Source: an optimization exercise on an open RTL-to-GDS flow (aim: small area, a short achievable clock period and few clock cycles per item). Production flows keep margins and buffers that such runs may drop.
In this exercise RTL edits were held to simulation tests only and were not proved equivalent to the original.
Power and IR drop assume default switching activity.

09-21:
==> flow/design.v (excerpt) <==
module three_phase_sine_pwm_compare (
  input  logic                            clk,
  input  logic                            rst,
  input  logic                            angle_valid,
  output logic                            angle_ready,
  input  logic [spwm_pkg::ANGLE_W-1:0]    elec_angle,
  input  logic [spwm_pkg::MOD_W-1:0]      mod_index,
  output logic                            cmp_valid,
  input  logic                            cmp_ready,
  output logic [spwm_pkg::CMP_W-1:0]      compare_u,
  output logic [spwm_pkg::CMP_W-1:0]      compare_v,
  output logic [spwm_pkg::CMP_W-1:0]      compare_w,
  input  logic                            cfg_we,
  input  logic [spwm_pkg::CFG_IDX_W-1:0]  cfg_index,
  input  logic [spwm_pkg::CFG_DATA_W-1:0] cfg_wdata
);
Size in the first run: roughly 10000 cells after synthesis, ~730 flip-flops, about 110 I/O pins.
==> flow/config.mk <==
export PLATFORM = sky130hd
export DESIGN_NAME = three_phase_sine_pwm_compare
export DESIGN_NICKNAME = three_phase_sine_pwm_compare
export VERILOG_FILES = /design/flow/design.v
export SDC_FILE = /design/flow/constraint.sdc
export NUM_CORES = 4
export LEC_CHECK = 0
export ABC_AREA = 1
export CAP_MARGIN = 20
export CORE_MARGIN = 2
export CORE_UTILIZATION = 45
export SETUP_SLACK_MARGIN = 5
export SLEW_MARGIN = 20
export SYNTH_MEMORY_MAX_BITS = 65536
==> flow/constraint.sdc <==
create_clock -name core_clock -period 9.0 [get_ports {clk}]
set_input_delay 1.8000 -clock core_clock [delete_from_list [all_inputs] [get_ports {clk}]]
set_output_delay 1.8000 -clock core_clock [all_outputs]
set_load 0.01 [all_outputs]
run.sh (not shown) runs the stock make flow with config.mk's settings and CLKGATE_MAP_FILE= SYNTH_SCRIPT=/design/flow/synth_recipe.tcl, a recipe that flattens the netlist after the stock synthesis.
The final layout from 09-21, which completed every stage, passed the timing, design-rule and antenna checks at the end of the flow.
Testbench counts of 09-21, summed over its fixed seeds: cycles 7,242, items 7,200.
[inputs] 05-16 vs 09-21
diff --git a/flow/design.v b/flow/design.v
--- a/flow/design.v
+++ b/flow/design.v
@@ -146,23 +146,23 @@
   assign s0_103 = s0_15 ^ s0_69;
   assign s0_104 = s0_17 ^ s0_71;
   assign s0_105 = s0_19 ^ s0_81;
   assign s0_106 = s0_21 ^ s0_83;
   assign s0_107 = s0_23 ^ s0_85;
   assign s0_108 = s0_25 ^ s0_87;
   assign s0_109 = s0_27 ^ s0_89;
   assign s0_110 = s0_29 ^ s0_91;
   assign s0_111 = s0_31 ^ s0_93;
   assign pp = {s0_111, s0_110, s0_109, s0_108, s0_107, s0_106, s0_105, s0_104, s0_103, s0_102, s0_101, s0_100, s0_99, s0_98, s0_97, s0_1};
   logic [11:0] p0;
-  always_ff @(posedge clk) if (go) p0 <= pp[15:4];
+  assign p0 = pp[15:4];
   logic [6:0]  k1d;
   logic [3:0]  t1d;
   assign k1d = p0[9:3] ^ {7{p0[10]}};
   assign t1d = p0[10] ? {1'b0, p0[2:0]} : (4'd8 - {1'b0, p0[2:0]});
   logic [15:0] ta_q;
   logic [8:0]  tb_q;
   logic        te_q;
   spwm_cos_a u_ta (.a(k1d), .q(ta_q));
   spwm_cos_b u_tb (.a(k1d), .q(tb_q));
   spwm_cos_e u_te (.a({k1d, t1d}), .q(te_q));
   logic [15:0] a1;
@@ -4114,49 +4114,51 @@
   assign pop         = cmp_valid && cmp_ready;
   assign count_next  = 2'(cmp_valid) + 2'(sk_valid) + 2'(push) - 2'(pop);
   always_ff @(posedge clk) begin
     if (rst) begin
       go  <= 1'b1;
       vld <= '0;
     end else begin
       go <= (count_next <= 2'd1);
       if (go) vld <= {vld[4:0], angle_valid};
     end
   end
+  logic [15:0] angle0;
   logic [15:0] mod0;
   logic [15:0] mod1;
   logic [15:0] mod2;
   logic [17:0] mod3x2;
   logic [17:0] kh2;
   logic [17:0] mod1_x3;
   logic [17:0] mod1_kh;
   spwm_times3 u_mod3 (.x(mod1), .y(mod1_x3));
   spwm_kh     u_modk (.x(mod1), .y(mod1_kh));
   always_ff @(posedge clk) begin
     if (go) begin
+      angle0 <= elec_angle;
       mod0   <= mod_index;
       mod1   <= mod0;
       mod2   <= mod1;
       mod3x2 <= mod1_x3;
       kh2    <= mod1_kh;
     end
   end
   logic [15:0] res_u, res_v, res_w;
   spwm_phase #(.OFFSET(16'd0)) u_phase_u (
-    .clk(clk), .go(go), .angle_in(elec_angle), .m2(mod2), .m3x2(mod3x2), .kh2(kh2), .tp(tp), .tp3(tp3),
+    .clk(clk), .go(go), .angle_in(angle0), .m2(mod2), .m3x2(mod3x2), .kh2(kh2), .tp(tp), .tp3(tp3),
     .duty_floor(duty_floor), .duty_ceiling(duty_ceiling), .compare(res_u));
   spwm_phase #(.OFFSET(16'd0 - PHASE_120)) u_phase_v (
-    .clk(clk), .go(go), .angle_in(elec_angle), .m2(mod2), .m3x2(mod3x2), .kh2(kh2), .tp(tp), .tp3(tp3),
+    .clk(clk), .go(go), .angle_in(angle0), .m2(mod2), .m3x2(mod3x2), .kh2(kh2), .tp(tp), .tp3(tp3),
     .duty_floor(duty_floor), .duty_ceiling(duty_ceiling), .compare(res_v));
   spwm_phase #(.OFFSET(PHASE_120)) u_phase_w (
-    .clk(clk), .go(go), .angle_in(elec_angle), .m2(mod2), .m3x2(mod3x2), .kh2(kh2), .tp(tp), .tp3(tp3),
+    .clk(clk), .go(go), .angle_in(angle0), .m2(mod2), .m3x2(mod3x2), .kh2(kh2), .tp(tp), .tp3(tp3),
     .duty_floor(duty_floor), .duty_ceiling(duty_ceiling), .compare(res_w));
   logic [47:0] sk_data;
   logic [47:0] res;
   assign res = {res_w, res_v, res_u};
   always_ff @(posedge clk) begin
     if (rst) begin
       cmp_valid <= 1'b0;
       sk_valid  <= 1'b0;
     end else begin
       if (!cmp_valid || pop) begin
         cmp_valid <= sk_valid || push;
05-16: flow completed, timing, DRC and antenna clean. Summary — power after layout, 05-16 relative to 09-21: higher, by 1000 µW. Sort 05-16 and 09-21 by switching power summed over all nets asc -> top: 09-21. Portion of total power attributed to combinational logic ends up lower on 09-21. Via count, 05-16 and 09-21: lower on 09-21. As of 05-16, number of global-route vias before repair had fallen slightly compared to 09-21. Going from 09-21 to 05-16, the met2 layer wire length in the routed design was found to have gone down by 2200 µm. In terms of net count after synthesis, 09-21 and 05-16 differ only marginally.
Testbench counts of 05-16, summed over its fixed seeds: cycles 7,242, items 7,200.

## what the ideal ports hide
How much do the figures lean on ideal ports? The routed layouts below were timed once more, with nothing changed but the port constraints.
Step 1 sets driving cells, clkbuf_16 on the clock port and buf_2 on the other inputs (assumed; they add their load-dependent delay and slew).
Step 2, shift: input delay + t, output delay - t, t = (earliest + latest rising clock arrival at the registers) / 2. This alone moves slack from input paths to output paths.
a / b / c = ideal ports / drivers / drivers and shift; a / b = the first two.
run	t (ns)	setup slack, ns	hold WS [ns]	worst setup path at the end
09-21	0.841	5.025 / 5.025 / 4.938	0.420 / 0.420 / 0.420	input to register
05-16	0.856	5.001 / 5.001 / 4.754	0.389 / 0.389 / 0.389	input to register
After both steps setup and hold are still met in every run listed. For 05-16, which loses most, drivers alone change the setup slack by 0.000 ns; drivers and shift together by -0.247 ns.
